Source: an optimization exercise on an open RTL-to-GDS flow (aim: small area). Production flows keep margins and buffers that such runs may drop.
The RTL was checked by simulation tests, not by an equivalence proof against the original design.
No activity file was given, so power comes from the tool's default toggle rates.

--- flow/run.sh ---
#!/bin/bash
# synth_recipe.tcl (not shown) runs the flow's synth.tcl, then flattens the netlist and writes it again
# the make line also repeats each setting of config.mk as NAME=value (left out here)
make -C /OpenROAD-flow-scripts/flow DESIGN_CONFIG=/design/flow/config.mk WORK_HOME=/design/flow/orfs CLKGATE_MAP_FILE= SYNTH_SCRIPT=/design/flow/synth_recipe.tcl finish
--- flow/constraint.sdc ---
create_clock -name core_clock -period 6.0 [get_ports {clk}]
set_input_delay 1.2000 -clock core_clock [delete_from_list [all_inputs] [get_ports {clk}]]
set_output_delay 1.2000 -clock core_clock [all_outputs]
set_load 0.01 [all_outputs]
--- flow/config.mk ---
export PLATFORM = sky130hd
export DESIGN_NAME = sigmoid_sweep_harness
export DESIGN_NICKNAME = sigmoid_sweep_harness
export VERILOG_FILES = /design/flow/design.v
export SDC_FILE = /design/flow/constraint.sdc
export NUM_CORES = 4
export LEC_CHECK = 0
export CAP_MARGIN = 20
export CORE_MARGIN = 2
export CORE_UTILIZATION = 65
export CTS_BUF_LIST = sky130_fd_sc_hd__clkbuf_4 sky130_fd_sc_hd__clkbuf_8
export PLACE_DENSITY = 0.75
export SLEW_MARGIN = 20
export SYNTH_HIERARCHICAL = 1
export SYNTH_MINIMUM_KEEP_SIZE = 0
--- flow/design.v ---
`default_nettype none
module sigmoid_sweep_harness (
  input  wire         clk,
  input  wire         rst,
  input  wire         start,
  input  wire [15:0]  base,
  input  wire [15:0]  step,
  input  wire [8:0]   count,
  output logic        dut_valid_in,
  output logic [15:0] dut_data_in,
  input  wire         dut_valid_out,
  input  wire [15:0]  dut_data_out,
  input  wire [7:0]   rd_addr,
  output logic [15:0] rd_data,
  output logic        busy,
  output logic        done,
  output logic        timeout_err,
  output logic [8:0]  n_captured
);
  localparam int NR = 64;    
  localparam int S  = 4;     
  logic [1:0]  r_state;
  logic [15:0] r_step;
  logic [7:0]  r_lenm1;           
  logic        r_last;            
  logic [5:0]  r_timer;
  localparam logic [1:0] IDLE = 2'd0, WAIT_HI = 2'd1, WAIT_LO = 2'd2;
  wire w_wr  = (r_state == WAIT_HI) && dut_valid_out;
  wire w_tmo = (r_timer == 6'd63);
  always_ff @(posedge clk or posedge rst) begin
    if (rst) begin
      r_state      <= IDLE;
      r_timer      <= '0;
      dut_valid_in <= 1'b0;
      dut_data_in  <= '0;
      busy         <= 1'b0;
      done         <= 1'b0;
      timeout_err  <= 1'b0;
      n_captured   <= '0;
    end else begin
      case (r_state)
        IDLE: begin
          if (start) begin
            done        <= (count == '0);
            timeout_err <= 1'b0;
            n_captured  <= '0;
            if (count != '0) begin
              r_timer      <= '0;
              dut_data_in  <= base;
              dut_valid_in <= 1'b1;
              busy         <= 1'b1;
              r_state      <= WAIT_HI;
            end
          end
        end
        WAIT_HI: begin
          if (dut_valid_out) begin
            n_captured   <= n_captured + 9'd1;
            dut_valid_in <= 1'b0;
            r_timer      <= '0;
            r_state      <= WAIT_LO;
          end else if (w_tmo) begin
            timeout_err  <= 1'b1;
            done         <= 1'b1;
            busy         <= 1'b0;
            dut_valid_in <= 1'b0;
            r_state      <= IDLE;
          end else begin
            r_timer <= r_timer + 6'd1;
          end
        end
        WAIT_LO: begin
          if (!dut_valid_out) begin
            r_timer <= '0;
            if (r_last) begin
              busy    <= 1'b0;
              done    <= 1'b1;
              r_state <= IDLE;
            end else begin
              dut_data_in  <= dut_data_in + r_step;
              dut_valid_in <= 1'b1;
              r_state      <= WAIT_HI;
            end
          end else if (w_tmo) begin
            timeout_err  <= 1'b1;
            done         <= 1'b1;
            busy         <= 1'b0;
            dut_valid_in <= 1'b0;
            r_state      <= IDLE;
          end else begin
            r_timer <= r_timer + 6'd1;
          end
        end
        default: r_state <= IDLE;
      endcase
    end
  end
  always_ff @(posedge clk) begin
    if (r_state == IDLE && start) begin
      r_step  <= step;
      r_lenm1 <= (count[8] || count == '0) ? 8'hff : 8'(count - 9'd1);
    end
    if (w_wr) r_last <= (n_captured[7:0] == r_lenm1);
  end
  logic [1:0]  r_ph;                  
  logic        r_lap;                 
  logic [15:0] r_w0;                  
  logic [15:0] r_ring [NR*S];         
  always_ff @(posedge clk or posedge rst) begin
    if (rst) begin
      r_ph  <= '0;
      r_lap <= 1'b0;
    end else begin
      r_ph  <= r_ph + 2'd1;
      if (r_ph == 2'd3) r_lap <= !r_lap;
    end
  end
  wire [7:0] w_wa  = n_captured[7:0];           
  wire       w_wr0 = w_wr && (w_wa == 8'd0);
  wire       w_req = w_wr && (w_wa != 8'd0);
  always_ff @(posedge clk) begin
    if (w_wr0) r_w0 <= dut_data_out;
  end
  logic [1:0]  f_v;
  logic        f_wp, f_hp;
  logic [7:0]  f_addr [2];
  logic [15:0] f_data [2];
  wire       w_hv    = f_v[f_hp];
  wire [7:0] w_haddr = f_addr[f_hp];
  wire       w_land  = w_hv && (w_haddr[1:0] == r_ph);
  wire       w_dir   = w_req && !w_hv && (w_wa[1:0] == r_ph);
  wire       w_push  = w_req && !w_dir;
  wire       w_pv    = w_land || w_dir;
  wire [5:0] w_pring = w_land ? w_haddr[7:2] : w_wa[7:2];
  wire [15:0] w_bus  = w_land ? f_data[f_hp] : dut_data_out;
  wire        w_wpol = r_lap ^ (r_ph == 2'd3);
  wire [15:0] w_busx = ~(w_bus ^ {16{w_wpol}});
  always_ff @(posedge clk or posedge rst) begin
    if (rst) begin
      f_v  <= '0;
      f_wp <= 1'b0;
      f_hp <= 1'b0;
    end else begin
      if (w_land) begin
        f_v[f_hp] <= 1'b0;
        f_hp      <= !f_hp;
      end
      if (w_push) begin
        f_v[f_wp] <= 1'b1;
        f_wp      <= !f_wp;
      end
    end
  end
  always_ff @(posedge clk) begin
    if (w_push) begin
      f_addr[f_wp] <= w_wa;
      f_data[f_wp] <= dut_data_out;
    end
  end
  for (genvar r = 0; r < NR; r++) begin : g_ring
    wire w_pe  = w_pv && (w_pring == 6'(r));
    wire w_pen = !w_pe;
    wire [15:0] w_in;
    for (genvar b = 0; b < 16; b++) begin : g_port
      ssh_o22ai u_port (.a1(w_pen), .a2(w_busx[b]), .b1(w_pe), .b2(r_ring[r*S][b]),
                        .y(w_in[b]));
    end
    for (genvar q = 0; q < S - 1; q++) begin : g_pos
      always_ff @(posedge clk) r_ring[r*S + q] <= r_ring[r*S + q + 1];
    end
    always_ff @(posedge clk) r_ring[r*S + S - 1] <= w_in;
  end
  wire       w_r0 = (rd_addr == 8'd0);
  wire [1:0] w_rq = rd_addr[1:0] - r_ph;        
  wire w_m0 = f_v[0] && (f_addr[0] == rd_addr);
  wire w_m1 = f_v[1] && (f_addr[1] == rd_addr);
  logic [NR*S-1:0]    w_sel;
  logic [16*NR*S-1:0] w_src;
  always_comb begin
    integer r, q;
    for (r = 0; r < NR; r = r + 1)
      for (q = 0; q < S; q = q + 1) begin
        w_sel[r*S + q] = (rd_addr[7:2] == r[5:0]) && (w_rq == q[1:0]);
        w_src[16*(r*S + q) +: 16] = r_ring[r*S + q];
      end
  end
  wire [15:0] w_tn;
  for (genvar b = 0; b < 16; b++) begin : g_tree
    wire [85:0] g;
    wire [21:0] h;
    wire [10:0] k;
    wire [2:0]  m;
    for (genvar i = 0; i < 84; i++) begin : g_l1
      ssh_aoi222 u (
        .a0(w_sel[3*i]),     .b0(w_src[16*(3*i) + b]),
        .a1(w_sel[3*i + 1]), .b1(w_src[16*(3*i + 1) + b]),
        .a2(w_sel[3*i + 2]), .b2(w_src[16*(3*i + 2) + b]),
        .y(g[i]));
    end
    for (genvar i = 0; i < 2; i++) begin : g_l1b
      ssh_aoi22 u (
        .a0(w_sel[252 + 2*i]),     .b0(w_src[16*(252 + 2*i) + b]),
        .a1(w_sel[252 + 2*i + 1]), .b1(w_src[16*(252 + 2*i + 1) + b]),
        .y(g[84 + i]));
    end
    for (genvar i = 0; i < 21; i++) begin : g_l2
      ssh_nand4 u (.a(g[4*i]), .b(g[4*i + 1]), .c(g[4*i + 2]), .d(g[4*i + 3]), .y(h[i]));
    end
    ssh_nand2 u_l2b (.a(g[84]), .b(g[85]), .y(h[21]));
    for (genvar i = 0; i < 11; i++) begin : g_l3
      ssh_nor2 u (.a(h[2*i]), .b(h[2*i + 1]), .y(k[i]));
    end
    ssh_nand4 u_l4a (.a(k[0]), .b(k[1]), .c(k[2]), .d(k[3]), .y(m[0]));
    ssh_nand4 u_l4b (.a(k[4]), .b(k[5]), .c(k[6]), .d(k[7]), .y(m[1]));
    ssh_nand3 u_l4c (.a(k[8]), .b(k[9]), .c(k[10]), .y(m[2]));
    ssh_nor3  u_l5  (.a(m[0]), .b(m[1]), .c(m[2]), .y(w_tn[b]));
  end
  wire w_rpol = r_lap ^ (rd_addr[1:0] < r_ph) ^ (rd_addr[1:0] != 2'd3);
  always_ff @(posedge clk or posedge rst) begin
    if (rst)       rd_data <= '0;
    else if (w_m0) rd_data <= f_data[0];
    else if (w_m1) rd_data <= f_data[1];
    else if (w_r0) rd_data <= r_w0;
    else           rd_data <= ~w_tn ^ {16{w_rpol}};
  end
endmodule
module ssh_nand4 (input wire a, b, c, d, output wire y);
  assign y = ~(a & b & c & d);
endmodule
module ssh_nand3 (input wire a, b, c, output wire y);
  assign y = ~(a & b & c);
endmodule
module ssh_nand2 (input wire a, b, output wire y);
  assign y = ~(a & b);
endmodule
module ssh_nor3 (input wire a, b, c, output wire y);
  assign y = ~(a | b | c);
endmodule
module ssh_nor2 (input wire a, b, output wire y);
  assign y = ~(a | b);
endmodule
module ssh_o22ai (input wire a1, a2, b1, b2, output wire y);
  assign y = ~((a1 | a2) & (b1 | b2));
endmodule
module ssh_aoi22 (input wire a0, b0, a1, b1, output wire y);
  assign y = ~((a0 & b0) | (a1 & b1));
endmodule
module ssh_aoi222 (input wire a0, b0, a1, b1, a2, b2, output wire y);
  assign y = ~((a0 & b0) | (a1 & b1) | (a2 & b2));
endmodule
`default_nettype wire
==> flow_summary.yaml, run 1 <==
run_status:
  status: "timing/DRC/antenna clean"
sta:
  layout_setup_ws_ps: 185.3
  max_freq_mhz: 172.0
  slew_violations: 0
  setup_violations: 0
  finalSetupTns_ps: 0
  skew_ps: 56.99
  fin_crit_sh: 0.9691
  min_period_ps: 5815
  maxSlewHeadroom: 0.1487
  fin_hold_ws_ps: 319.9
  rsz0062_at_grt: "no"
  tightest_slew_ps: 1272
  finalHoldViolCount: 0
synthesis:
  avgSynthCellArea_um2: 13.86
  synth-seq-cells: 4245
  synth_ff_type: "dfxtp_1"
  postSynthCellCount: 8401
  synth_cell_types: 66
  synth_edf_count: 89
  ys_warn_count: 9
  synth_nets: 8498
  synth_seq_area_share: 0.7403
  synth_area_mm2: 0.1164
  async_flop_share: 0.01413
route:
  drt_iter0_drc: 16550
  drc: 0
  vias: 89160
  drt_wl_total_um: 385100
  vias_per_cell: 7.103
  ant_nets: 0
  dr.pass1.iters: 13
  wire_per_inst_um: 30.68
die:
  die_h_um: 427.2
  dieArea_mm2: 0.1825
  ios: 114
  num_rows: 155
  start_util: 0.6531
  die_width_um: 427.2
  core_mm2: 0.1782
clock_network:
  cts_tree: "yes"
  htree_levels: 6
  clkTransAtPathRegs_ps: 70
  numCtsBuffers: 626
  post_cts_buffers: 0
  cts_resized: 0
  clock_path_buffers: 4
  cts_root_buf: "clkbuf_8"
  clk-insertion-delay-late_ps: 1100
  cts_hold_buf: 0
  cts_sinks: 4245
setup_path:
  crit_chain: "clkdlybuf4s50_1 > inv_1 > ha_1 > inv_1 > fa_1 > nand2b_4 > buf_12 > nor2_1 > buf_12 > buf_4 > a222oi_1 > nand4_1 > nor2_1 > buf_4 > nand4_1 > buf_4 > nor3_2 > xnor3_1 > nand2_1 > o21ai_0 > a21o_1 > o21ai_0"
  cp_slowest_stage_delay_ps: 640
  reg2reg_slack_ps: 550
  cpLargestDelayFamily: "buffers and inverters"
  worstReg2RegEnd: "rd_data[8]$_DFF_PP0_"
  cp-endpoint: "rd_data[8]$_DFF_PP0_"
  crit_top_cell: "buf_4"
  critPathKind: "primary input to flop"
  critical_path_required_ps: 6990
  startpoint_type: "primary input"
  crit_fanout: 14
  end_kind: "flop"
  setup.worst_path.start: "rd_addr[0]"
  cp.depth: 22
  cp.buffers_inverters: 8
  worstReg2RegStart: "r_ph[0]$_DFF_PP0_"
  arrival_ps: 6810
  r2r_cells: 20
  slowest_stage: "fa_1"
global_route:
  antenna_found_initial: 11
  globalRoute.totalOverflow: 0
  grt_pass1_wl_um: 566900
  grt_max_degree: 65
  grt_usage: 0.4103
  grt_pass1_vias: 90520
final_layout:
  area_growth_pct: 20.15
  final_common_cell: "dfxtp_1"
  final_cell_mix: "4096 x dfxtp_1, 1344 x a222oi_1, 1028 x o22ai_1, 802 x clkbuf_8, 620 x buf_4"
  fin_nets: 9846
  drive_gt1_frac: 0.1884
  final_cells: 12550
hold_path:
  worstHoldPathType: "flop to flop"
power_and_ir_drop:
  p_leak_nw: 54.50
  cellPowerDensity_mw_per_mm2: 416.4
  peakVddDrop_mv: 0.2944
placed_design:
  place_congestion: 0.9420
  pre_cts_ws_ps: -550.9
  dp.final_hpwl_um: 238800
  dpl.cell_count: 11470
  numPortBuffers: 113
job:
  maxCapViolCount: 0
==> worst reg2reg max path, cell delays in order (launching register included) <==
cell and delay (ps):
dfrtp_1 490, ha_1 210, inv_1 50, fa_1 640
nand2b_4 380, buf_12 180, nor2_1 80, buf_12 180
buf_4 140, a222oi_1 390, nand4_1 270, nor2_1 500
buf_4 220, nand4_1 310, buf_4 280, nor3_2 170
xnor3_1 410, nand2_1 70, o21ai_0 70, a21o_1 190
o21ai_0 130
==> modules after synthesis (local to each module, per instance) <==
module,cell area [um^2],cells,times used,flops+latches
sigmoid_sweep_harness,92880,5409,1,4245
ssh_nor3,10.01,1,16,0
ssh_nor2,3.754,1,176,0
ssh_nand3,5.005,1,16,0
ssh_aoi222,10.01,1,1344,0
ssh_aoi22,12.51,1,32,0
ssh_nand2,3.754,1,16,0
ssh_o22ai,6.256,1,1024,0
ssh_nand4,6.256,1,368,0
==> final cells by class <==
class / count / area, um^2
sequential: 4245 / 86170
fill: 10260 / 38370
multi-input combinational: 4032 / 29980
clock buffer: 978 / 12360
timing repair buffer: 813 / 7368
tap: 2355 / 2947
clock inverter: 88 / 889.6
inverter: 31 / 117.6
antenna: 11 / 27.53
==> worst min-delay path by stage <==
stage	endpoint	start	slack (ps)	cells after the start
after floorplan	r_ring[101][0]$_DFF_P_	r_ring[102][0]$_DFF_P_	330	0
after global placement	r_ring[104][4]$_DFF_P_	r_ring[105][4]$_DFF_P_	330	0
after detailed placement	r_ring[161][13]$_DFF_P_	r_ring[162][13]$_DFF_P_	330	0
after CTS	r_ring[25][4]$_DFF_P_	r_ring[26][4]$_DFF_P_	320	0
after global routing	r_ring[164][9]$_DFF_P_	r_ring[165][9]$_DFF_P_	320	0
final	r_ring[196][12]$_DFF_P_	r_ring[197][12]$_DFF_P_	320	0
==> cells by family (layout without fill, tap and decap cells) <==
group           Yosys count  after routing  share of synthesized area
mux                      51             51                   0.004987
fa+ha+maj                28             28                   0.003139
xor+xnor                 85             85                   0.008363
compound gates         2559           2559                     0.1823
other cells               0             11                          0
flops                  4245           4245                     0.7403
buf+inv                 124           1910                   0.004611
simple gates           1309           1309                    0.05635
==> Yosys cell counts, types with 5 or more instances <==
cell type,instances,share of area
dfxtp_1,4096,0.70
a222oi_1,1344,0.12
o22ai_1,1028,0.055
nor2_1,535,0.017
nand4_1,380,0.020
nand2_1,207,0.0067
edfxtp_1,89,0.023
o21ai_0,68,0.0029
clkbuf_1,66,0.0021
dfrtp_1,60,0.013
xnor2_1,51,0.0038
nand3_1,41,0.0018
a22oi_2,32,0.0034
a21oi_1,31,0.0013
inv_1,31,0.0010
mux2i_1,31,0.0027
ha_1,26,0.0028
nand2b_1,26,0.0014
a21o_1,23,0.0015
and2_1,23,0.0012
nor3_1,18,0.00077
nor3_2,17,0.0015
xor2_1,17,0.0013
mux2_2,16,0.0015
xnor3_1,15,0.0029
nor2b_1,13,0.00070
nor4_4,11,0.0020
buf_1,10,0.00032
or3_1,8,0.00043
buf_2,6,0.00026
buf_6,6,0.00058
nor4_1,6,0.00032
buf_4,5,0.00032
==> layer usage <==
metal / track usage / up-vias / share of wire
met5: 0 / - / 0.000034
met1: 0.5161 / 43370 / 0.36
met2: 0.6082 / 6953 / 0.43
met3: 0.1192 / 1476 / 0.13
met4: 0.2904 / 2 / 0.077
li1: - / 37360 / -
==> sequential cells by signal, indices dropped and copies added, names as in the netlist, 6 cells and up <==
| register | flops |
|---|---|
| rd_data | 16 |
| r_timer | 6 |
| r_lenm1 | 8 |
| n_captured | 9 |
| dut_data_in | 16 |
| r_step | 16 |
| f_addr | 16 |
| f_data | 32 |
| r_ring | 4096 |
| r_w0 | 16 |
==> power by group <==
group	leakage (nW)	internal, W	switching (W)
Clock	7.03	0.0137	0.0108
Combinational	11.7	0.00128	0.00260
Sequential	35.8	0.0293	0.000612
Total	54.5	0.0443	0.0140
==> through the flow <==
stage | util | area, um^2 | total power (W)
3_3_place_gp | 0.7093 | 126400 | 0.03403
5_1_grt | 0.7847 | 139900 | 0.05970
4_1_cts | 0.7841 | 139800 | 0.05807
3_5_place_dp | 0.7098 | 126500 | 0.03415
6_report | 0.7847 | 139900 | 0.05824
2_1_floorplan | - | 116400 | 0.03219
==> inputs of run 2 (changes only) <==
--- a/flow/design.v
+++ b/flow/design.v
@@ -174,35 +174,35 @@
   wire [1:0] w_rq = rd_addr[1:0] - r_ph;        
   wire w_m0 = f_v[0] && (f_addr[0] == rd_addr);
   wire w_m1 = f_v[1] && (f_addr[1] == rd_addr);
-  logic [NR*S-1:0]    w_sel;
+  logic [NR-1:0]      w_rhot;
+  logic [S-1:0]       w_qhot;
+  wire  [NR*S-1:0]    w_sel;
   logic [16*NR*S-1:0] w_src;
   always_comb begin
     integer r, q;
-    for (r = 0; r < NR; r = r + 1)
-      for (q = 0; q < S; q = q + 1) begin
-        w_sel[r*S + q] = (rd_addr[7:2] == r[5:0]) && (w_rq == q[1:0]);
-        w_src[16*(r*S + q) +: 16] = r_ring[r*S + q];
-      end
-  end
-  wire [15:0] w_tn;
+    for (r = 0; r < NR; r = r + 1) w_rhot[r] = (rd_addr[7:2] == r[5:0]);
+    for (q = 0; q < S; q = q + 1)  w_qhot[q] = (w_rq == q[1:0]);
+    for (r = 0; r < NR*S; r = r + 1) w_src[16*r +: 16] = r_ring[r];
+  end
+  for (genvar r = 0; r < NR; r++) begin : g_dec
+    for (genvar q = 0; q < S; q++) begin : g_q
+      ssh_and2 u (.a(w_rhot[r]), .b(w_qhot[q]), .y(w_sel[r*S + q]));
+    end
+  end
+  wire [2:0] w_tor [16];                      
   for (genvar b = 0; b < 16; b++) begin : g_tree
     wire [85:0] g;
     wire [21:0] h;
     wire [10:0] k;
     wire [2:0]  m;
-    for (genvar i = 0; i < 84; i++) begin : g_l1
+    for (genvar i = 0; i < 85; i++) begin : g_l1
       ssh_aoi222 u (
         .a0(w_sel[3*i]),     .b0(w_src[16*(3*i) + b]),
         .a1(w_sel[3*i + 1]), .b1(w_src[16*(3*i + 1) + b]),
         .a2(w_sel[3*i + 2]), .b2(w_src[16*(3*i + 2) + b]),
         .y(g[i]));
     end
-    for (genvar i = 0; i < 2; i++) begin : g_l1b
-      ssh_aoi22 u (
-        .a0(w_sel[252 + 2*i]),     .b0(w_src[16*(252 + 2*i) + b]),
-        .a1(w_sel[252 + 2*i + 1]), .b1(w_src[16*(252 + 2*i + 1) + b]),
-        .y(g[84 + i]));
-    end
+    ssh_nand2 u_l1b (.a(w_sel[255]), .b(w_src[16*255 + b]), .y(g[85]));
     for (genvar i = 0; i < 21; i++) begin : g_l2
       ssh_nand4 u (.a(g[4*i]), .b(g[4*i + 1]), .c(g[4*i + 2]), .d(g[4*i + 3]), .y(h[i]));
     end
@@ -213,7 +213,7 @@
     ssh_nand4 u_l4a (.a(k[0]), .b(k[1]), .c(k[2]), .d(k[3]), .y(m[0]));
     ssh_nand4 u_l4b (.a(k[4]), .b(k[5]), .c(k[6]), .d(k[7]), .y(m[1]));
     ssh_nand3 u_l4c (.a(k[8]), .b(k[9]), .c(k[10]), .y(m[2]));
-    ssh_nor3  u_l5  (.a(m[0]), .b(m[1]), .c(m[2]), .y(w_tn[b]));
+    assign w_tor[b] = m;
   end
   wire w_rpol = r_lap ^ (rd_addr[1:0] < r_ph) ^ (rd_addr[1:0] != 2'd3);
   always_ff @(posedge clk or posedge rst) begin
@@ -221,7 +221,9 @@
     else if (w_m0) rd_data <= f_data[0];
     else if (w_m1) rd_data <= f_data[1];
     else if (w_r0) rd_data <= r_w0;
-    else           rd_data <= ~w_tn ^ {16{w_rpol}};
+    else begin
+      for (int b = 0; b < 16; b++) rd_data[b] <= (|w_tor[b]) ^ w_rpol;
+    end
   end
 endmodule
 module ssh_nand4 (input wire a, b, c, d, output wire y);
@@ -230,21 +232,18 @@
 module ssh_nand3 (input wire a, b, c, output wire y);
   assign y = ~(a & b & c);
 endmodule
+module ssh_and2 (input wire a, b, output wire y);
+  assign y = a & b;
+endmodule
 module ssh_nand2 (input wire a, b, output wire y);
   assign y = ~(a & b);
 endmodule
-module ssh_nor3 (input wire a, b, c, output wire y);
-  assign y = ~(a | b | c);
-endmodule
 module ssh_nor2 (input wire a, b, output wire y);
   assign y = ~(a | b);
 endmodule
 module ssh_o22ai (input wire a1, a2, b1, b2, output wire y);
   assign y = ~((a1 | a2) & (b1 | b2));
 endmodule
-module ssh_aoi22 (input wire a0, b0, a1, b1, output wire y);
-  assign y = ~((a0 & b0) | (a1 & b1));
-endmodule
 module ssh_aoi222 (input wire a0, b0, a1, b1, a2, b2, output wire y);
   assign y = ~((a0 & b0) | (a1 & b1) | (a2 & b2));
 endmodule
--- a/flow/config.mk
+++ b/flow/config.mk
@@ -7,9 +7,12 @@
 export LEC_CHECK = 0
 export CAP_MARGIN = 20
 export CORE_MARGIN = 2
-export CORE_UTILIZATION = 65
-export CTS_BUF_LIST = sky130_fd_sc_hd__clkbuf_4 sky130_fd_sc_hd__clkbuf_8
-export PLACE_DENSITY = 0.75
+export CORE_UTILIZATION = 60
+export CTS_BUF_LIST = sky130_fd_sc_hd__clkbuf_16
+export CTS_CLUSTER_DIAMETER = 50
+export CTS_CLUSTER_SIZE = 24
+export GPL_TIMING_DRIVEN = 0
+export PLACE_DENSITY = 0.7
 export SLEW_MARGIN = 20
 export SYNTH_HIERARCHICAL = 1
 export SYNTH_MINIMUM_KEEP_SIZE = 0
==> run 2 against run 1 <==
Now fails the layout checks on setup timing. Clock power down 18%. Highest routed layer unchanged. Sequential power about the same. Core utilization down 9.5 points. Power down 7.1%. Cell count down 7.0%. Critical path depth down 7. Cell area down 5.0%. Non-clock buffer count down 439. Synthesized cell count down 0.61%. Largest cell class unchanged. Die area up 8.1%.
==> flow_summary.yaml, run 2 <==
clock_network:
  cts_hold_buf: 0
  cts_root_buf: "clkbuf_16"
  clkTransAtPathRegs_ps: 80
  clk-insertion-delay-late_ps: 970
  cts_tree: "yes"
  htree_levels: 5
  cts_sinks: 4245
  numCtsBuffers: 278
  clock_path_buffers: 4
route:
  wire_per_inst_um: 32.35
  ant_nets: 0
  drt_wl_total_um: 377700
  dr.pass1.iters: 17
  vias_per_cell: 7.170
  drc: 0
  drt_iter0_drc: 15420
  vias: 83730
global_route:
  globalRoute.totalOverflow: 0
  antenna_found_initial: 30
  use_met1: 0.4677
  grt_pass1_wl_um: 545500
  grt_util_met2: 0.5520
  grt_pass1_vias: 82610
  met3_usage: 0.1001
  grt_most_used_layer: "met2"
  grt_max_degree: 45
  grt_usage: 0.3683
die:
  die_h_um: 444.1
  core_mm2: 0.1926
  ios: 114
  start_util: 0.6035
  dieArea_mm2: 0.1972
  die_width_um: 444.1
  num_rows: 161
synthesis:
  synth_nets: 8447
  ys_warn_count: 9
  synth_cell_types: 63
  async_flop_share: 0.01413
  yosys-top-cells-count: "4096 x dfxtp_1, 1360 x a222oi_1, 1028 x o22ai_1, 392 x nand4_1, 352 x nor2_1"
  synthDominantCellAreaShare: 0.7055
  synth-seq-cells: 4245
  synth.area.top_cells: "dfxtp_1 71%, a222oi_1 12%, o22ai_1 5.5%"
  yosysTopAreaCell: "dfxtp_1"
  synth_area_mm2: 0.1162
  synth_seq_area_share: 0.7414
  synthMostInstantiatedCell: "dfxtp_1"
  synth_ff_type: "dfxtp_1"
  synth_edf_count: 89
  postSynthCellCount: 8350
  avgSynthCellArea_um2: 13.92
setup_path:
  critPathKind: "primary input to flop"
  arrival_ps: 6890
  critical_path_required_ps: 6830
  crit_fanout: 16
  startpoint_type: "primary input"
  end_kind: "flop"
placed_design:
  numPortBuffers: 108
  place_congestion: 0.8991
  dpl.cell_count: 11190
  pre_cts_ws_ps: -1243
  placed_cell_area_mm2: 0.1234
  dp.final_hpwl_um: 240900
power_and_ir_drop:
  p_leak_nw: 49.83
  peakVddDrop_mv: 0.3773
  cellPowerDensity_mw_per_mm2: 407.4
sta:
  maxSlewHeadroom: 0.1441
  min_period_ps: 6055
  fin_hold_ws_ps: 323.5
  finalSetupTns_ps: -55.26
  skew_ps: 43.99
  tightest_slew_ps: 1280
  max_freq_mhz: 165.1
  slew_violations: 0
  finalHoldViolCount: 0
  setup_violations: 1
  rsz0062_at_grt: "no"
  fin_crit_sh: 1.009
  layout_setup_ws_ps: -55.26
run_status:
  violations: "setup timing"
  status: "failed layout checks"
final_layout:
  largest_register_ffs: 4096
  fin_nets: 9038
  final_cells: 11680
  reg_top3: "r_ring (4096), f_data (32)"
  fin_area_mm2: 0.1328
  register_area_mm2: 0.08617
  fill_cells: 13380
  drive_gt1_frac: 0.08795
  multi_input_area_mm2: 0.03011
  regMostFlops: "r_ring"
  final_common_cell: "dfxtp_1"
  area_growth_pct: 14.29
  final_cell_mix: "4096 x dfxtp_1, 1360 x a222oi_1, 1028 x o22ai_1, 392 x nand4_1, 289 x clkbuf_16"
job:
  maxCapViolCount: 0
hold_path:
  worstHoldPathType: "flop to flop"
## run 2: Yosys stat by module (local to each module, per instance)
module,cells,flops+latches,cell area (um^2),times used
sigmoid_sweep_harness,5118,4245,91440,1
ssh_and2,1,0,6.256,256
ssh_aoi222,1,0,10.01,1360
ssh_nand2,1,0,3.754,32
ssh_nand3,1,0,5.005,16
ssh_nand4,1,0,6.256,368
ssh_nor2,1,0,3.754,176
ssh_o22ai,1,0,6.256,1024
## run 2: final timing paths
check,from,endpoint,slack (ps),depth (start not counted)
min reg2reg,r_ring[178][12]$_DFF_P_,r_ring[177][12]$_DFF_P_,320,0
max,rd_addr[6],rd_data[12]$_DFF_PP0_,-60,15
min in group asynchronous,rst,dut_data_in[0]$_DFFE_PP0P_,540,2
min,r_ring[178][12]$_DFF_P_,r_ring[177][12]$_DFF_P_,320,0
max reg2reg,r_ph[0]$_DFF_PP0_,rd_data[4]$_DFF_PP0_,350,16
max in group asynchronous,rst,rd_data[4]$_DFF_PP0_,4840,3
## run 2: timing repair
item,4_1_cts,5_1_grt
setup endpoints to repair,16,1
hold endpoints to repair,0,0
gates resized for setup,1,0
buffers inserted,0,0
## run 2: logic make-up after synthesis
family,Yosys count,share of synthesized area
flops,4245,0.7414
mux,78,0.007105
xor+xnor,85,0.006470
fa+ha+maj,28,0.003143
simple gates,1315,0.05980
buf+inv,83,0.003143
compound gates,2516,0.1789
## run 2: stage by stage
stage,util,power (W)
final,0.6897,0.05412
after global routing,0.6896,0.05540
after CTS,0.6894,0.05401
after detailed placement,0.6409,0.03437
after global placement,0.6255,0.03369
after floorplan,-,0.03185
## run 2: report_power, final
group,total (W),switching [W],internal (W)
clock network,0.0202,0.0101,0.0101
logic,0.00436,0.00293,0.00143
registers,0.0296,0.000493,0.0291
total,0.0541,0.0136,0.0406
## run 2: critical path, cell delays in order
cell	delay [ps]
clkdlybuf4s50_1	670
nand2b_1	150
clkbuf_1	410
clkbuf_1	720
nor2_1	320
and2_1	540
a222oi_1	530
nand4_1	270
nor2_1	410
nand4_1	520
nor3_1	360
xor2_1	170
mux2i_1	200
a21oi_1	90
mux2_2	310
## run 2: metal layers
layer / wire length (um) / vias up
li1: - / 35550
met1: 139900 / 41500
met2: 165400 / 5516
met3: 44200 / 1144
met4: 28090 / 18
met5: 142 / -
## run 2: cell type report
cell class                      instances  area share
Antenna cell                           21   0.0003956
Sequential cell                      4245      0.6487
Clock buffer                          289     0.05445
Clock inverter                        180     0.01585
Tap cell                             2526     0.02379
Buffer                                 62    0.002176
Inverter                               20   0.0005840
Multi-Input combinational cell       4022      0.2267
Timing Repair Buffer                  312     0.02734
==> inputs of run 3 (changes only) <==
--- a/flow/design.v
+++ b/flow/design.v
@@ -157,9 +157,18 @@
       f_data[f_wp] <= dut_data_out;
     end
   end
+  logic [7:0] w_phi, w_plo;
+  always_comb begin
+    integer i;
+    for (i = 0; i < 8; i = i + 1) begin
+      w_phi[i] = w_pv && (w_pring[5:3] == i[2:0]);
+      w_plo[i] = (w_pring[2:0] == i[2:0]);
+    end
+  end
   for (genvar r = 0; r < NR; r++) begin : g_ring
-    wire w_pe  = w_pv && (w_pring == 6'(r));
-    wire w_pen = !w_pe;
+    wire w_pe, w_pen;
+    ssh_and2  u_pe  (.a(w_phi[r / 8]), .b(w_plo[r % 8]), .y(w_pe));
+    ssh_nand2 u_pen (.a(w_phi[r / 8]), .b(w_plo[r % 8]), .y(w_pen));
     wire [15:0] w_in;
     for (genvar b = 0; b < 16; b++) begin : g_port
       ssh_o22ai u_port (.a1(w_pen), .a2(w_busx[b]), .b1(w_pe), .b2(r_ring[r*S][b]),
@@ -174,19 +183,22 @@
   wire [1:0] w_rq = rd_addr[1:0] - r_ph;        
   wire w_m0 = f_v[0] && (f_addr[0] == rd_addr);
   wire w_m1 = f_v[1] && (f_addr[1] == rd_addr);
-  logic [NR-1:0]      w_rhot;
+  logic [7:0]         w_rhi, w_rlo;
   logic [S-1:0]       w_qhot;
   wire  [NR*S-1:0]    w_sel;
   logic [16*NR*S-1:0] w_src;
   always_comb begin
-    integer r, q;
-    for (r = 0; r < NR; r = r + 1) w_rhot[r] = (rd_addr[7:2] == r[5:0]);
-    for (q = 0; q < S; q = q + 1)  w_qhot[q] = (w_rq == q[1:0]);
-    for (r = 0; r < NR*S; r = r + 1) w_src[16*r +: 16] = r_ring[r];
+    integer i;
+    for (i = 0; i < 8; i = i + 1) begin
+      w_rhi[i] = (rd_addr[7:5] == i[2:0]);
+      w_rlo[i] = (rd_addr[4:2] == i[2:0]);
+    end
+    for (i = 0; i < S; i = i + 1)  w_qhot[i] = (w_rq == i[1:0]);
+    for (i = 0; i < NR*S; i = i + 1) w_src[16*i +: 16] = r_ring[i];
   end
   for (genvar r = 0; r < NR; r++) begin : g_dec
     for (genvar q = 0; q < S; q++) begin : g_q
-      ssh_and2 u (.a(w_rhot[r]), .b(w_qhot[q]), .y(w_sel[r*S + q]));
+      ssh_and3 u (.a(w_rhi[r / 8]), .b(w_rlo[r % 8]), .c(w_qhot[q]), .y(w_sel[r*S + q]));
     end
   end
   wire [2:0] w_tor [16];                      
@@ -232,6 +244,9 @@
 module ssh_nand3 (input wire a, b, c, output wire y);
   assign y = ~(a & b & c);
 endmodule
+module ssh_and3 (input wire a, b, c, output wire y);
+  assign y = a & b & c;
+endmodule
 module ssh_and2 (input wire a, b, output wire y);
   assign y = a & b;
 endmodule
--- a/flow/config.mk
+++ b/flow/config.mk
@@ -9,10 +9,11 @@
 export CORE_MARGIN = 2
 export CORE_UTILIZATION = 60
 export CTS_BUF_LIST = sky130_fd_sc_hd__clkbuf_16
-export CTS_CLUSTER_DIAMETER = 50
-export CTS_CLUSTER_SIZE = 24
+export CTS_CLUSTER_DIAMETER = 60
+export CTS_CLUSTER_SIZE = 28
 export GPL_TIMING_DRIVEN = 0
 export PLACE_DENSITY = 0.7
+export SETUP_SLACK_MARGIN = 0.2
 export SLEW_MARGIN = 20
 export SYNTH_HIERARCHICAL = 1
 export SYNTH_MINIMUM_KEEP_SIZE = 0
==> run 3 against run 2 <==
Now clean on timing, DRC and antenna. Combinational power shrank 9.4%. Area after synthesis down 0.43%. Count of clock-buffer cells in the layout is 87 lower. Sequential share of layout area is 1.9 points higher. Via count decreased by 1.7%. First-iteration DRC count is 1.9% higher. Highest routed layer unchanged.
==> flow_summary.yaml, run 3 <==
run_status:
  status: "timing/DRC/antenna clean"
clock_network:
  clk-insertion-delay-late_ps: 880
  htree_levels: 4
  clock_path_buffers: 3
  numCtsBuffers: 193
  cts_root_buf: "clkbuf_16"
  cts_tree: "yes"
  cts_hold_buf: 0
  cts_sinks: 4245
  cts_resized: 0
  clkTransAtPathRegs_ps: 100
  post_cts_buffers: 0
global_route:
  grt_max_degree: 48
  antenna_found_initial: 30
  grt_usage: 0.3512
  grt_pass1_wl_um: 524600
  grt_pass1_vias: 81170
  globalRoute.totalOverflow: 0
setup_path:
  critPathKind: "primary input to flop"
  end_kind: "flop"
  worstReg2RegStart: "r_ph[0]$_DFF_PP0_"
  critical_path_required_ps: 6750
  arrival_ps: 6590
  cp.buffers_inverters: 5
  cpLargestDelayFamily: "simple AND/OR/NAND/NOR gates"
  startpoint_type: "primary input"
  crit_fanout: 22
  crit_chain: "clkdlybuf4s50_1 > inv_1 > ha_1 > inv_1 > fa_2 > nor2b_4 > buf_16 > buf_16 > and3_1 > a222oi_1 > nand4_1 > nor2_1 > nand4_1 > nor3_1 > xnor2_1 > o211ai_1 > o21ai_0 > o21ai_0"
  slowest_stage: "clkdlybuf4s50_1"
  setup.worst_path.start: "rd_addr[0]"
  cp_slowest_stage_delay_ps: 680
  reg2reg_slack_ps: 790
sta:
  fin_crit_sh: 0.9735
  skew_ps: 55.11
  maxSlewHeadroom: 0.2294
  tightest_slew_ps: 1156
  rsz0062_at_grt: "yes"
  slew_violations: 0
  fin_hold_ws_ps: 325.2
  finalSetupTns_ps: 0
  min_period_ps: 5841
  setup_violations: 0
  max_freq_mhz: 171.2
  finalHoldViolCount: 0
die:
  die_width_um: 443.2
  num_rows: 161
  ios: 114
  dieArea_mm2: 0.1964
  die_h_um: 443.2
  core_mm2: 0.1922
  start_util: 0.6022
synthesis:
  synthMostInstantiatedCell: "dfxtp_1"
  synth_cell_types: 60
  synth_area_mm2: 0.1157
  async_flop_share: 0.01413
  synth_ff_type: "dfxtp_1"
  synth-seq-cells: 4245
  ys_warn_count: 9
  synthDominantCellAreaShare: 0.7086
  avgSynthCellArea_um2: 14.01
  yosys-top-cells-count: "4096 x dfxtp_1, 1360 x a222oi_1, 1026 x o22ai_1, 373 x nand4_1, 263 x and3_1"
  yosysTopAreaCell: "dfxtp_1"
  synth_nets: 8358
  synth.area.top_cells: "dfxtp_1 71%, a222oi_1 12%, o22ai_1 5.5%"
  synth_edf_count: 89
  postSynthCellCount: 8261
  synth_seq_area_share: 0.7446
route:
  drt_wl_total_um: 359700
  vias: 82270
  drc: 0
  ant_nets: 0
  vias_per_cell: 7.204
  dr.pass1.iters: 10
  wire_per_inst_um: 31.49
  drt_iter0_drc: 15710
power_and_ir_drop:
  p_leak_nw: 48.97
  peakVddDrop_mv: 0.4690
  p_total_w: 0.04953
  cellPowerDensity_mw_per_mm2: 383.8
final_layout:
  final_cell_mix: "4096 x dfxtp_1, 1360 x a222oi_1, 1026 x o22ai_1, 373 x nand4_1, 243 x and3_1"
  drive_gt1_frac: 0.06796
  final_common_cell: "dfxtp_1"
  regMostFlops: "r_ring"
  reg_top3: "r_ring (4096), f_data (32)"
  fin_nets: 8852
  area_growth_pct: 11.53
  fin_util: 0.6716
  largest_register_ffs: 4096
  fin_area_mm2: 0.1291
job:
  maxCapViolCount: 0
hold_path:
  hold_start: "r_ring[107][11]$_DFF_P_"
  worstHoldPathType: "flop to flop"
placed_design:
  numPortBuffers: 106
  dp.final_hpwl_um: 227200
  placed_cell_area_mm2: 0.1227
  place_congestion: 0.8983
==> run 3: layout make-up <==
class | count | area (um^2)
clock inverters | 111 | 1151
repair buffers | 299 | 3557
flip-flops and latches | 4245 | 86170
multi-input cells | 3953 | 29640
plain buffers | 42 | 195.2
clock buffers | 202 | 5055
fillers | 13800 | 63120
inverters | 21 | 81.33
well taps | 2526 | 3161
diodes | 21 | 52.55
==> run 3: worst paths after layout <==
kind / end / cells after the start
worst min-delay path: r_ring[106][11]$_DFF_P_ / 0
worst max register to register: rd_data[10]$_DFF_PP0_ / 16
worst max-delay path: rd_data[10]$_DFF_PP0_ / 18
worst min register to register: r_ring[106][11]$_DFF_P_ / 0
max in group asynchronous: rd_data[0]$_DFF_PP0_ / 3
min in group asynchronous: dut_data_in[4]$_DFFE_PP0P_ / 2
==> run 3: kinds of logic (layout without fill, tap and decap cells) <==
logic type	Yosys count	count (layout)	synth area share
AO/OA/AOI/OAI	2561	2561	0.1820
XOR/XNOR	86	86	0.006574
adder cells (fa/ha/maj)	28	28	0.003157
buffers and inverters	63	675	0.002357
flip-flops	4245	4245	0.7446
multiplexers	39	39	0.003384
other	0	21	0
AND/OR/NAND/NOR	1239	1239	0.05784
==> run 3: worst reg2reg max path, delay by kind of cell (launching register included) <==
family	cells	cell delay, ps
buffers and inverters	3	460
xor gates and xnor gates	1	120
and+or+nand+nor	6	2100
adders and majority gates	2	810
DFF	1	480
AOI/OAI and AO/OA	4	1160
==> run 3: per-module statistics from Yosys, one instance, submodules excluded <==
module	cells	flops+latches	area (um^2)	times used
sigmoid_sweep_harness	4901	4245	90300	1
ssh_aoi222	1	0	10.01	1360
ssh_and3	1	0	6.256	256
ssh_and2	1	0	6.256	64
ssh_o22ai	1	0	6.256	1024
ssh_nor2	1	0	3.754	176
ssh_nand4	1	0	6.256	368
ssh_nand3	1	0	5.005	16
ssh_nand2	1	0	3.754	96
==> run 3: stage by stage <==
step | instances | worst slack (ps)
floorplan | 8261 | 1104
global placement | 10890 | -5167
detailed placement | 11090 | -655.4
CTS | 11400 | 259.5
global route | 11410 | 165.6
finish | 11420 | 159.2
==> run 3: power breakdown <==
part / switching (W) / total, W / internal, W
registers: 0.000601 / 0.0299 / 0.0293
logic: 0.00257 / 0.00395 / 0.00138
clock network: 0.00902 / 0.0157 / 0.00669
==> run 3: layer usage <==
metal	part of all wire	global-route usage	up-vias	wire length [um]
li1	-	-	35220	-
met3	0.12	0.08247	906	42250
met1	0.38	0.4663	40860	137600
met4	0.058	0.1932	8	20700
met2	0.44	0.5333	5270	159100
met5	0.00014	0	-	50
==> inputs of run 4 (changes only) <==
--- a/flow/config.mk
+++ b/flow/config.mk
@@ -13,7 +13,7 @@
 export CTS_CLUSTER_SIZE = 28
 export GPL_TIMING_DRIVEN = 0
 export PLACE_DENSITY = 0.7
-export SETUP_SLACK_MARGIN = 0.2
+export SETUP_SLACK_MARGIN = 0.35
 export SLEW_MARGIN = 20
 export SYNTH_HIERARCHICAL = 1
 export SYNTH_MINIMUM_KEEP_SIZE = 0
==> run 4 against run 3 <==
Count of clock-buffer cells in the layout did not move. Setup slack better by 88 ps. Critical endpoint is now rd_data[11]$_DFF_PP0_. Power about the same. Via count rose by 0.21%. Critical path depth fell by 1. Still clean. Non-clock buffer count unchanged. Clock skew is 1.7 ps lower.
==> flow_summary.yaml, run 4 <==
placed_design:
  numPortBuffers: 106
  place_congestion: 0.8983
  dp.final_hpwl_um: 227200
hold_path:
  worstHoldPathCells: 0
  worstHoldPathType: "flop to flop"
  hold_start: "r_ring[171][3]$_DFF_P_"
clock_network:
  cts_sinks: 4245
  cts_tree: "yes"
  clkTransAtPathRegs_ps: 100
  clock_path_buffers: 3
  post_cts_buffers: 0
  cts_root_buf: "clkbuf_16"
  clk-insertion-delay-late_ps: 890
  numCtsBuffers: 193
  cts_hold_buf: 0
  htree_levels: 4
sta:
  tightest_slew_ps: 1158
  rsz0062_at_grt: "yes"
  maxSlewHeadroom: 0.2283
  max_freq_mhz: 173.8
  skew_ps: 53.43
  fin_crit_sh: 0.9587
  setup_violations: 0
  min_period_ps: 5752
  finalHoldViolCount: 0
  slew_violations: 0
  fin_hold_ws_ps: 327.1
  finalSetupTns_ps: 0
setup_path:
  critPathKind: "primary input to flop"
  end_kind: "flop"
  critical_path_required_ps: 6790
  crit_fanout: 36
  worstReg2RegStart: "r_ph[0]$_DFF_PP0_"
  r2r_cells: 16
  arrival_ps: 6550
  setup.worst_path.start: "rd_addr[0]"
  startpoint_type: "primary input"
power_and_ir_drop:
  cellPowerDensity_mw_per_mm2: 383.7
  peakVddDrop_mv: 0.4685
  p_leak_nw: 48.98
die:
  ios: 114
  num_rows: 161
  core_mm2: 0.1922
  start_util: 0.6022
  die_width_um: 443.2
  dieArea_mm2: 0.1964
  die_h_um: 443.2
synthesis:
  synth-seq-cells: 4245
  synthDominantCellAreaShare: 0.7086
  yosys-top-cells-count: "4096 x dfxtp_1, 1360 x a222oi_1, 1026 x o22ai_1, 373 x nand4_1, 263 x and3_1"
  synth_seq_area_share: 0.7446
  synth_cell_types: 60
  synth_ff_type: "dfxtp_1"
  avgSynthCellArea_um2: 14.01
  synthMostInstantiatedCell: "dfxtp_1"
  synth_edf_count: 89
  synth_nets: 8358
  postSynthCellCount: 8261
  async_flop_share: 0.01413
  yosysTopAreaCell: "dfxtp_1"
  ys_warn_count: 9
  synth_area_mm2: 0.1157
  synth.area.top_cells: "dfxtp_1 71%, a222oi_1 12%, o22ai_1 5.5%"
run_status:
  status: "timing/DRC/antenna clean"
final_layout:
  fin_nets: 8852
  largest_register_ffs: 4096
  area_growth_pct: 11.58
  regMostFlops: "r_ring"
  fin_util: 0.6719
  final_common_cell: "dfxtp_1"
  final_cell_mix: "4096 x dfxtp_1, 1360 x a222oi_1, 1026 x o22ai_1, 373 x nand4_1, 218 x and3_1"
  reg_top3: "r_ring (4096), f_data (32)"
  drive_gt1_frac: 0.07213
route:
  vias_per_cell: 7.223
  vias: 82440
  drt_wl_total_um: 359400
  drt_iter0_drc: 15320
  drc: 0
  wire_per_inst_um: 31.48
  ant_nets: 0
  dr.pass1.iters: 9
job:
  maxCapViolCount: 0
global_route:
  grt_pass1_vias: 81200
  grt_max_degree: 48
  grt_usage: 0.3512
  antenna_found_initial: 27
  grt_pass1_wl_um: 524600
  globalRoute.totalOverflow: 0
## run 4: kinds of logic (layout without fill, tap and decap cells)
logic type      count (synthesis)  count (layout)  share of synthesized area
mux                            39              39                   0.003384
other cells                     0              15                          0
xor+xnor                       86              86                   0.006574
compound gates               2561            2561                     0.1820
simple gates                 1239            1239                    0.05784
fa+ha+maj                      28              28                   0.003157
buf+inv                        63             675                   0.002357
flops                        4245            4245                     0.7446
## run 4: Yosys stat by module (local to each module, per instance)
module                 copies in the design  cell area (um^2)  cells  flops+latches
ssh_nor2                                176             3.754      1              0
ssh_and3                                256             6.256      1              0
ssh_nand3                                16             5.005      1              0
ssh_o22ai                              1024             6.256      1              0
ssh_nand4                               368             6.256      1              0
ssh_aoi222                             1360             10.01      1              0
sigmoid_sweep_harness                     1             90300   4901           4245
ssh_nand2                                96             3.754      1              0
ssh_and2                                 64             6.256      1              0
## run 4: worst paths after layout
| check | endpoint | slack (ps) |
|---|---|---|
| worst max-delay path | rd_data[11]$_DFF_PP0_ | 250 |
| worst min-delay path | r_ring[170][3]$_DFF_P_ | 330 |
| worst max register to register | rd_data[11]$_DFF_PP0_ | 840 |
| worst min register to register | r_ring[170][3]$_DFF_P_ | 330 |
| max in group asynchronous | rd_data[0]$_DFF_PP0_ | 4850 |
| min in group asynchronous | dut_data_in[4]$_DFFE_PP0P_ | 590 |
## run 4: cell type report
type	count	area, um^2
multi-input cells	3953	29720
clock inverters	111	1151
flip-flops and latches	4245	86170
plain buffers	42	195.2
clock buffers	202	5055
diodes	15	37.54
well taps	2526	3161
inverters	21	81.33
repair buffers	299	3557
fillers	13790	63050
## run 4: repair_timing
item                                    4_1_cts  5_1_grt
pin swaps                                     1        9
endpoints found under the setup margin        7       16
resized for setup                             7       65
## run 4: power breakdown
group	internal [W]	switching [W]	leakage [nW]
clock	0.00669	0.00903	3.04
combinational	0.00138	0.00257	10.2
sequential	0.0293	0.000602	35.8
## run 4: critical path, stage by stage
cell and delay, ps:
clkdlybuf4s50_1 660, inv_1 100, ha_1 200, inv_1 70, fa_2 500, and2_4 370
buf_12 270, and3_2 430, a222oi_1 400, nand4_1 310, nor2_1 490, nand4_1 490
nor3_1 350, xnor2_1 130, o211ai_1 190, o21ai_0 130, o21ai_0 200
## run 4: through the flow
step                power [W]  worst slack [ps]  area [um^2]  instances
global placement      0.03363             -5167       119900      10890
global route          0.05079             334.2       129100      11410
floorplan             0.03201              1104       115700       8261
finish                0.04954             247.7       129100      11410
CTS                   0.04945             317.2       129000      11400
detailed placement    0.03426            -655.4       122700      11090
## run 4: routing by layer
| metal | up-vias | global-route usage | share of wire |
|---|---|---|---|
| met2 | 5307 | 0.5328 | 0.44 |
| met4 | 12 | 0.1951 | 0.058 |
| met5 | - | 0 | 0.00027 |
| met1 | 41010 | 0.4659 | 0.38 |
| met3 | 893 | 0.08267 | 0.12 |
| li1 | 35220 | - | - |
==> inputs of run 5 (changes only) <==
--- a/flow/config.mk
+++ b/flow/config.mk
@@ -7,13 +7,13 @@
 export LEC_CHECK = 0
 export CAP_MARGIN = 20
 export CORE_MARGIN = 2
-export CORE_UTILIZATION = 60
+export CORE_UTILIZATION = 65
 export CTS_BUF_LIST = sky130_fd_sc_hd__clkbuf_16
 export CTS_CLUSTER_DIAMETER = 60
 export CTS_CLUSTER_SIZE = 28
 export GPL_TIMING_DRIVEN = 0
-export PLACE_DENSITY = 0.7
-export SETUP_SLACK_MARGIN = 0.35
+export PLACE_DENSITY = 0.75
+export SETUP_SLACK_MARGIN = 0.3
 export SLEW_MARGIN = 20
 export SYNTH_HIERARCHICAL = 1
 export SYNTH_MINIMUM_KEEP_SIZE = 0
==> run 5 against run 4 <==
Still clean on timing, DRC and antenna. Non-clock buffer count down 1. Sequential share of layout area rose by 0.20 points. Clock skew is 13 ps lower. Area after synthesis stayed put. Global-route usage is 3.3 points higher. Via count up 1.1%. Cell area down 0.30%. Cell count shrank 1.7%. Clock power is essentially flat. Sequential power is essentially flat. Critical path type unchanged. Highest routed layer unchanged.
==> flow_summary.yaml, run 5 <==
clock_network:
  clk-insertion-delay-late_ps: 880
  clkTransAtPathRegs_ps: 100
  cts_sinks: 4245
  post_cts_buffers: 0
  clock_path_buffers: 3
  cts_root_buf: "clkbuf_16"
  cts_hold_buf: 0
  htree_levels: 4
  numCtsBuffers: 188
  cts_tree: "yes"
setup_path:
  reg2reg_slack_ps: 680
  cp.buffers_inverters: 4
  worstReg2RegStart: "r_ph[0]$_DFF_PP0_"
  cp_slowest_stage_delay_ps: 670
  critical_path_required_ps: 6720
  startpoint_type: "primary input"
  arrival_ps: 6560
  crit_chain: "clkdlybuf4s50_1 > inv_1 > ha_1 > inv_1 > fa_2 > and2_4 > buf_12 > and3_2 > a222oi_1 > nand4_1 > nor2_1 > nand4_1 > nor3_1 > xnor2_1 > o211ai_1 > o21ai_0 > o21ai_0"
  cpLargestDelayFamily: "simple AND/OR/NAND/NOR gates"
  r2r_cells: 16
  end_kind: "flop"
  slowest_stage: "clkdlybuf4s50_1"
  critPathKind: "primary input to flop"
  worstReg2RegEnd: "rd_data[8]$_DFF_PP0_"
  crit_fanout: 40
power_and_ir_drop:
  p_comb_frac: 0.082
  power_switching_w: 0.01208
  swShare: 0.2449
  peakVddDrop_mv: 0.3185
  p_total_w: 0.04932
  pwr-share-clk: 0.313
  p_leak_nw: 48.89
  cellPowerDensity_mw_per_mm2: 383.1
  pwr-share-seq: 0.605
  p_int_w: 0.03724
sta:
  maxSlewHeadroom: 0.2622
  setup_violations: 0
  slew_violations: 0
  tightest_slew_ps: 1107
  rsz0062_at_grt: "yes"
  max_freq_mhz: 171.2
  skew_ps: 40.62
  min_period_ps: 5841
  layout_setup_ws_ps: 158.9
  finalHoldViolCount: 0
  fin_hold_ws_ps: 334.9
  fin_crit_sh: 0.9735
final_layout:
  fill_cells: 11440
  drive_gt1_frac: 0.06980
  reg_top3: "r_ring (4096), f_data (32)"
  fin_area_mm2: 0.1287
  multi_input_area_mm2: 0.02975
  final_common_cell: "dfxtp_1"
  regMostFlops: "r_ring"
  area_growth_pct: 11.25
  register_area_mm2: 0.08617
  fin_nets: 8846
  final_cell_mix: "4096 x dfxtp_1, 1360 x a222oi_1, 1026 x o22ai_1, 373 x nand4_1, 229 x and3_1"
  largest_register_ffs: 4096
route:
  vias_per_cell: 7.430
  ant_nets: 0
  drc: 0
  vias: 83360
  wire_per_inst_um: 32.11
  drt_iter0_drc: 16570
  dr.pass1.iters: 13
  drt_wl_total_um: 360200
global_route:
  grt_usage: 0.3843
  grt_pass1_vias: 81800
  grt_pass1_wl_um: 527200
  globalRoute.totalOverflow: 0
  antenna_found_initial: 29
  grt_util_met2: 0.5735
  met3_usage: 0.09647
  grt_max_degree: 48
  use_met1: 0.5006
  grt_most_used_layer: "met2"
placed_design:
  place_congestion: 0.9038
  placed_cell_area_mm2: 0.1225
  dp.final_hpwl_um: 227700
  pre_cts_ws_ps: -974.7
  numPortBuffers: 106
hold_path:
  hold_end: "r_ring[217][2]$_DFF_P_"
  hold_start: "r_ring[218][2]$_DFF_P_"
  worstHoldPathType: "flop to flop"
  worstHoldPathCells: 0
die:
  dieArea_mm2: 0.1814
  num_rows: 154
  die_h_um: 425.9
  ios: 114
  die_width_um: 425.9
  core_mm2: 0.1765
  start_util: 0.6557
synthesis:
  avgSynthCellArea_um2: 14.01
  synthMostInstantiatedCell: "dfxtp_1"
  synth-seq-cells: 4245
  yosysTopAreaCell: "dfxtp_1"
  async_flop_share: 0.01413
  synth_ff_type: "dfxtp_1"
  synth_seq_area_share: 0.7446
  synth_nets: 8358
  synth_edf_count: 89
  ys_warn_count: 9
  yosys-top-cells-count: "4096 x dfxtp_1, 1360 x a222oi_1, 1026 x o22ai_1, 373 x nand4_1, 263 x and3_1"
  synth_cell_types: 60
  synth_area_mm2: 0.1157
  synth.area.top_cells: "dfxtp_1 71%, a222oi_1 12%, o22ai_1 5.5%"
  postSynthCellCount: 8261
  synthDominantCellAreaShare: 0.7086
run_status:
  status: "timing/DRC/antenna clean"
job:
  maxCapViolCount: 0
-- run 5: worst max-delay path by stage --
stage,start,end,cells past startpoint
floorplan,rd_addr[0],rd_data[2]$_DFF_PP0_,15
global placement,dut_data_out[0],r_ring[207][0]$_DFF_P_,4
CTS,rd_addr[0],rd_data[4]$_DFF_PP0_,17
finish,rd_addr[0],rd_data[8]$_DFF_PP0_,17
global route,rd_addr[0],rd_data[12]$_DFF_PP0_,17
detailed placement,rd_addr[0],rd_data[5]$_DFF_PP0_,18
-- run 5: cells by family (layout without fill, tap and decap cells) --
kind of cell               after synthesis  count (layout)  synth area share
xor gates and xnor gates                86              86          0.006574
muxes                                   39              39          0.003384
adders and majority gates               28              28          0.003157
other                                    0              25                 0
DFF                                   4245            4245            0.7446
AOI/OAI and AO/OA                     2561            2561            0.1820
and+or+nand+nor                       1239            1239           0.05784
buffers and inverters                   63             656          0.002357
-- run 5: through the flow --
step | setup TNS (ps) | util | cells
after global routing | 0 | 0.7293 | 11210
after CTS | 0 | 0.7283 | 11190
final | 0 | 0.7294 | 11220
after global placement | -4730110 | 0.6783 | 10710
after detailed placement | -11250 | 0.6943 | 10900
after floorplan | 0 | - | 8261
-- run 5: timing repair --
item,in CTS,in global routing
pin swaps,3,11
resized for setup,22,57
endpoints found under the setup margin,10,16
-- run 5: power groups by stage --
stage / clock network [W] / registers (W) / logic, W
final: 0.0154 / 0.0299 / 0.00405
after global routing: 0.0165 / 0.0299 / 0.00415
after CTS: 0.0154 / 0.0298 / 0.00386
after detailed placement: 0 / 0.0304 / 0.00383
after global placement: 0 / 0.0304 / 0.00320
after floorplan: 0 / 0.0303 / 0.00170
-- run 5: per-module statistics from Yosys (local to each module, per instance), a selection --
module,times used,flip-flops and latches
sigmoid_sweep_harness,1,4245
ssh_nand4,368,0
ssh_nand3,16,0
ssh_and3,256,0
ssh_and2,64,0
ssh_nor2,176,0
-- run 5: routing by layer --
| layer | wire length, um | share of wire |
|---|---|---|
| met4 | 25520 | 0.071 |
| met3 | 44170 | 0.12 |
| met5 | 56 | 0.00016 |
| met1 | 133200 | 0.37 |
| met2 | 157300 | 0.44 |
-- run 5: final cells by class --
class                           count  area share
Sequential cell                  4245      0.6693
Multi-Input combinational cell   3953      0.2311
Clock buffer                      195     0.03790
Timing Repair Buffer              298     0.02781
Tap cell                         2340     0.02274
Clock inverter                    100    0.008494
Buffer                             42    0.001516
Inverter                           21   0.0006317
Antenna cell                       25   0.0004859
-- run 5: worst reg2reg max path, stage by stage, from the launching register on --
cell	delay [ps]
dfrtp_1	500
ha_1	200
inv_1	50
fa_2	620
nor2_4	160
buf_16	220
buf_16	190
and3_1	470
a222oi_1	420
nand4_1	330
nor2_1	400
nand4_1	420
nor3_1	350
xnor2_1	110
o211ai_1	170
o21ai_0	100
o21ai_0	490

[afterwards: timing with drivers on the ports]
The results above use ideal ports. As a check the final layouts listed here were re-extracted and re-timed, cells and wires unchanged. Step 1: set_driving_cell puts a clkbuf_16 on clk and a buf_2 on each other input, an assumption about the parent block. Step 2 moves the port delays by t, midway between the first and last clock arrival at a register: inputs arrive t later, outputs are due t later. That takes back most of the time a late clock gives input paths. a / b / c = ideal ports / drivers / drivers and shift; a / b = the first two.
run	t, ns	setup slack, ns	pins driven straight from the clock port
run 1	1.165	0.185 / 0.252 / -0.913	1
run 2	1.047	-0.055 / -0.150 / -1.197	1
run 3	0.948	0.159 / 0.119 / -0.829	1
run 4	0.959	0.248 / 0.189 / -0.770	1
run 5	0.956	0.159 / 0.056 / -0.900	1
Met with ideal ports but missed after step 2: setup timing in run 1, run 3, run 4 and run 5. The setup slack of run 2, which loses most, moves by -0.095 ns with the drivers and by -1.142 ns with both steps.
